This is an optimization exercise on Yosys and OpenROAD, whose aim is small area, a short achievable clock period and few clock cycles per item, not a production implementation. The RTL was checked by simulation tests, not by an equivalence proof against the original design. Power and IR drop assume default switching activity. The flow treats the clock pin as an ideal source, which a real chip does not have.

==> flow/design.v <==
module dsam_stream_encoder #(
    parameter int DATA_WIDTH   = 16,
    parameter int MAX_CHANNELS = 256,
    parameter int CHAN_WIDTH   = 9
) (
    input  logic                  clk,
    input  logic                  reset,
    input  logic                  clear,
    input  logic [1:0]            mode,
    input  logic [CHAN_WIDTH-1:0] channels,
    input  logic                  in_valid,
    output logic                  in_ready,
    input  logic [DATA_WIDTH-1:0] in_data,
    output logic                  out_valid,
    input  logic                  out_ready,
    output logic [DATA_WIDTH-1:0] out_data
);
    localparam int W  = DATA_WIDTH;
    localparam int QD = 4;
    logic          in_ready_q;
    logic          accept;
    logic          a_v, a_clr;
    logic [1:0]    a_mode;
    logic [7:0]    a_chm1;     
    logic          a_n1, a_n2;
    logic [W-1:0]  a_x;
    logic [7:0]    ch_m1;
    assign in_ready = in_ready_q;
    assign accept   = in_valid && in_ready_q;
    assign ch_m1    = ((channels == 9'd0) || (channels > 9'd256)) ? 8'd255 : 8'(channels - 9'd1);
    always_ff @(posedge clk or negedge reset) begin
        if (!reset) begin
            a_v   <= 1'b0;
            a_clr <= 1'b0;
        end else begin
            a_v   <= accept;
            a_clr <= clear;
        end
    end
    always_ff @(posedge clk) begin
        a_x    <= in_data;
        a_mode <= mode;
        a_chm1 <= ch_m1;
        a_n1   <= (channels == 9'd1);
        a_n2   <= (channels == 9'd2);
    end
    logic [7:0] seg_sel_new;
    always_comb begin
        seg_sel_new[7]   = a_chm1[7];
        seg_sel_new[6:0] = a_chm1[7] ? a_chm1[6:0] : 7'(a_chm1[6:0] - 7'd2);
    end
    logic [1:0] mode_q;
    logic [7:0] seg_sel_q, seg_sel_d;
    logic [7:0] seg_en_q;
    logic       n1_q, n2_q;
    logic       cold_q;
    logic [7:0] rem_q;
    logic [W-2:0] c_q;
    logic [1:0] mode_e;
    logic       n1_e;
    logic       cold_e, warm;
    logic [7:0] rem_e;
    assign mode_e    = a_clr ? a_mode : mode_q;
    assign n1_e      = a_clr ? a_n1 : n1_q;
    assign cold_e    = a_clr | cold_q;
    assign warm      = !cold_e;
    assign rem_e     = a_clr ? a_chm1 : rem_q;
    assign seg_sel_d = a_clr ? seg_sel_new : seg_sel_q;
    logic [W-1:0] x0_q, p_q, r_q;
    logic [W-1:0] s1_q;
    logic [2*W-1:0] s2_q;
    logic [4*W-1:0] s4_q;
    logic [8*W-1:0] s8_q;
    logic [16*W-1:0] s16_q;
    logic [32*W-1:0] s32_q;
    logic [64*W-1:0] s64_q;
    logic [126*W-1:0] s126_q;
    logic [W-1:0] n1, n2, n4, n8, n16, n32, n64, n126;
    assign n1   = seg_sel_q[0] ? s1_q                  : x0_q;
    assign n2   = seg_sel_q[1] ? s2_q[2*W-1 -: W]      : n1;
    assign n4   = seg_sel_q[2] ? s4_q[4*W-1 -: W]      : n2;
    assign n8   = seg_sel_q[3] ? s8_q[8*W-1 -: W]      : n4;
    assign n16  = seg_sel_q[4] ? s16_q[16*W-1 -: W]    : p_q;
    assign n32  = seg_sel_q[5] ? s32_q[32*W-1 -: W]    : n16;
    assign n64  = seg_sel_q[6] ? s64_q[64*W-1 -: W]    : n32;
    assign n126 = seg_sel_q[7] ? s126_q[126*W-1 -: W]  : n64;
    always_ff @(posedge clk) begin
        if (a_v) begin
            x0_q <= a_x;
            p_q  <= n8;
            r_q  <= n1_e ? a_x : (n2_q ? x0_q : n126);
        end
        if (seg_en_q[0]) s1_q   <= x0_q;
        if (seg_en_q[1]) s2_q   <= {s2_q[W-1:0], n1};
        if (seg_en_q[2]) s4_q   <= {s4_q[3*W-1:0], n2};
        if (seg_en_q[3]) s8_q   <= {s8_q[7*W-1:0], n4};
        if (seg_en_q[4]) s16_q  <= {s16_q[15*W-1:0], p_q};
        if (seg_en_q[5]) s32_q  <= {s32_q[31*W-1:0], n16};
        if (seg_en_q[6]) s64_q  <= {s64_q[63*W-1:0], n32};
        if (seg_en_q[7]) s126_q <= {s126_q[125*W-1:0], n64};
    end
    logic [W-1:0] diff;
    logic         b_v, b_clr;
    logic [1:0]   b_mode;
    logic [W-1:0] b_d;
    assign diff = (mode_e[0] && warm) ? (a_x - r_q) : a_x;
    always_ff @(posedge clk or negedge reset) begin
        if (!reset) begin
            b_v   <= 1'b0;
            b_clr <= 1'b0;
        end else begin
            b_v   <= a_v;
            b_clr <= a_clr;
        end
    end
    always_ff @(posedge clk) begin
        b_d    <= diff;
        b_mode <= mode_e;
    end
    always_ff @(posedge clk or negedge reset) begin
        if (!reset) begin
            mode_q    <= 2'd3;
            seg_sel_q <= 8'hff;    
            seg_en_q  <= 8'h00;
            n1_q      <= 1'b0;
            n2_q      <= 1'b0;
            cold_q    <= 1'b1;
            rem_q     <= 8'd255;
        end else begin
            seg_en_q <= seg_sel_d & {8{accept}};
            if (a_clr) begin
                mode_q    <= a_mode;
                seg_sel_q <= seg_sel_new;
                n1_q      <= a_n1;
                n2_q      <= a_n2;
            end
            if (a_v) begin
                if (cold_e) begin
                    if (rem_e == 8'd0) begin
                        cold_q <= 1'b0;
                    end else begin
                        cold_q <= 1'b1;
                        rem_q  <= rem_e - 8'd1;
                    end
                end
            end else if (a_clr) begin
                cold_q <= 1'b1;
                rem_q  <= a_chm1;
            end
        end
    end
    logic         sgn;
    logic [W-2:0] mag;
    logic [W-2:0] c_e;
    logic [W-2:0] cn;
    logic [W-1:0] word;
    always_comb begin
        sgn  = b_d[W-1];
        mag  = sgn ? ~b_d[W-2:0] : b_d[W-2:0];
        c_e  = b_clr ? '0 : c_q;
        cn   = mag ^ c_e;
        case (b_mode)
            2'd0:    word = b_d;
            2'd1:    word = {sgn, mag};
            default: word = {sgn, cn};
        endcase
    end
    always_ff @(posedge clk or negedge reset) begin
        if (!reset) begin
            c_q <= '0;
        end else if (b_v && b_mode[1]) begin
            c_q <= cn;
        end else if (b_clr) begin
            c_q <= '0;
        end
    end
    logic [QD-1:0] qv_q, qv_d;
    logic [W-1:0]  q_q [QD];
    logic          take;
    logic [2:0]    cnt_q, cnt_d;
    logic          in_ready_d;
    logic [W-1:0]  out_q, q0_d;
    logic          out_valid_q;
    assign out_valid = out_valid_q;
    assign out_data  = out_q;
    assign take      = qv_q[0] && out_ready;
    always_comb begin
        logic [QD:0] v_ext;
        v_ext = {1'b0, qv_q};
        if (take) v_ext = {1'b0, v_ext[QD:1]};
        qv_d = v_ext[QD-1:0];
        if (b_v) qv_d = {qv_d[QD-2:0], 1'b1};
        if (accept && !take)      cnt_d = cnt_q + 3'd1;
        else if (!accept && take) cnt_d = cnt_q - 3'd1;
        else                      cnt_d = cnt_q;
        if (take) in_ready_d = accept ? (cnt_q != 3'd4) : 1'b1;
        else      in_ready_d = accept ? (cnt_q <  3'd3) : (cnt_q != 3'd4);
    end
    always_ff @(posedge clk or negedge reset) begin
        if (!reset) begin
            qv_q        <= '0;
            cnt_q       <= '0;
            in_ready_q  <= 1'b0;
            out_valid_q <= 1'b0;
        end else begin
            qv_q        <= qv_d;
            cnt_q       <= cnt_d;
            in_ready_q  <= in_ready_d;
            out_valid_q <= |qv_d;
        end
    end
    always_comb begin
        q0_d = q_q[0];
        if (take) begin
            if (qv_q[1]) q0_d = q_q[1];
            else if (qv_q[0]) q0_d = word;
        end else if (!qv_q[0]) begin
            q0_d = word;
        end
    end
    always_ff @(posedge clk) begin
        out_q <= q0_d;
    end
    always_ff @(posedge clk) begin
        for (int i = 0; i < QD; i++) begin
            if (take) begin
                if (i + 1 < QD && qv_q[i+1]) q_q[i] <= q_q[i+1];
                else if (qv_q[i] && (i + 1 >= QD || !qv_q[i+1])) q_q[i] <= word;
            end else begin
                if (!qv_q[i] && (i == 0 || qv_q[i-1])) q_q[i] <= word;
            end
        end
    end
endmodule
export LEC_CHECK = 0
export ABC_CLOCK_PERIOD_IN_PS = 3000
export CAP_MARGIN = 20
export CORE_MARGIN = 2
export CORE_UTILIZATION = 60
export CTS_CLUSTER_DIAMETER = 100
export CTS_CLUSTER_SIZE = 30
export PLACE_DENSITY = 0.7
export SETUP_SLACK_MARGIN = 5
export SLEW_MARGIN = 20
export SYNTH_MEMORY_MAX_BITS = 8192
create_clock -name core_clock -period 8.8 [get_ports {clk}]
standard.sh (not shown) runs the stock make flow with config.mk's settings and CLKGATE_MAP_FILE= SYNTH_SCRIPT=/design/flow/synth_recipe.tcl, a recipe that flattens the netlist after the stock synthesis.
==> flow/flow/run.sh <==
#!/bin/bash
set -euo pipefail
bash standard.sh SETUP_SLACK_MARGIN=5.8 \
  BUFFER_PORTS_ARGS="-buffer_cell sky130_fd_sc_hd__buf_4" \
  finish > std_flow.log 2>&1
Testbench counts at the start, summed over its fixed seeds: cycles 27,224, items 27,200.
Then changed:
==> flow/flow/run.sh (replaced) <==
#!/bin/bash
set -euo pipefail
bash standard.sh SETUP_SLACK_MARGIN=5.8 \
  CTS_ARGS="-sink_clustering_enable -repair_clock_nets -sink_clustering_size 30 -sink_clustering_max_diameter 100 -dont_use_dummy_load" \
  finish > std_flow.log 2>&1
--- a/flow/config.mk
+++ b/flow/config.mk
@@ -10,6 +10,6 @@
 export CORE_MARGIN = 2
 export CORE_UTILIZATION = 60
-export CTS_CLUSTER_DIAMETER = 100
-export CTS_CLUSTER_SIZE = 30
+export CTS_CLUSTER_DIAMETER = 80
+export CTS_CLUSTER_SIZE = 25
 export PLACE_DENSITY = 0.7
 export SETUP_SLACK_MARGIN = 5
Clock skew goes up by 0.036 ns.
Setup slack gets better by 0.052 ns.
Global-route usage is about the same.
Die area does not change.
Via count stays flat.
Then changed:
==> flow/flow/run.sh (replaced) <==
#!/bin/bash
set -euo pipefail
bash standard.sh SETUP_SLACK_MARGIN=5.8 \
  BUFFER_PORTS_ARGS="-buffer_cell sky130_fd_sc_hd__buf_4" \
  finish > std_flow.log 2>&1
--- a/flow/config.mk
+++ b/flow/config.mk
@@ -9,8 +9,8 @@
 export CAP_MARGIN = 20
 export CORE_MARGIN = 2
-export CORE_UTILIZATION = 60
+export CORE_UTILIZATION = 65
 export CTS_CLUSTER_DIAMETER = 80
 export CTS_CLUSTER_SIZE = 25
-export PLACE_DENSITY = 0.7
+export PLACE_DENSITY = 0.75
 export SETUP_SLACK_MARGIN = 5
 export SLEW_MARGIN = 20
Setup slack got worse by 0.064 ns.
Clock-buffer cell count grows by 85.
Area after synthesis is unchanged.
Total power grows by 3.5%.
Sequential power barely changes.
Clock skew shrinks by 0.031 ns.
Routed wire length grows by 13%.
Non-clock buffer count grows by 4.
Final area grows by 0.57%.
Critical path depth does not change.
Sequential share of layout area shrinks by 0.51 points.

==> re-timing with driven ports <==
The results above use ideal ports. As a check the final layouts listed here were re-extracted and re-timed, cells and wires unchanged.
Step 1 assumes that a clkbuf_16 drives the clock port and a buf_2 every other input.
Step 2 moves the port delays by t, midway between the first and last clock arrival at a register: inputs arrive t later, outputs are due t later. That takes back most of the time a late clock gives input paths.
Slacks: no drivers / after step 1 / after step 2; pairs: no drivers / after step 1.
run | shift t [ns] | setup slack, ns | pins driven straight from the clock port
the first run | 0.932 | 5.649 / 5.561 / 5.042 | 1
the second run | 0.870 | 5.701 / 5.618 / 4.874 | 1
the third run | 0.920 | 5.637 / 5.552 / 5.020 | 1
After both steps every run listed still meets setup and hold. The setup slack of the second run, which loses most, moves by -0.083 ns with the drivers and by -0.827 ns with both steps.
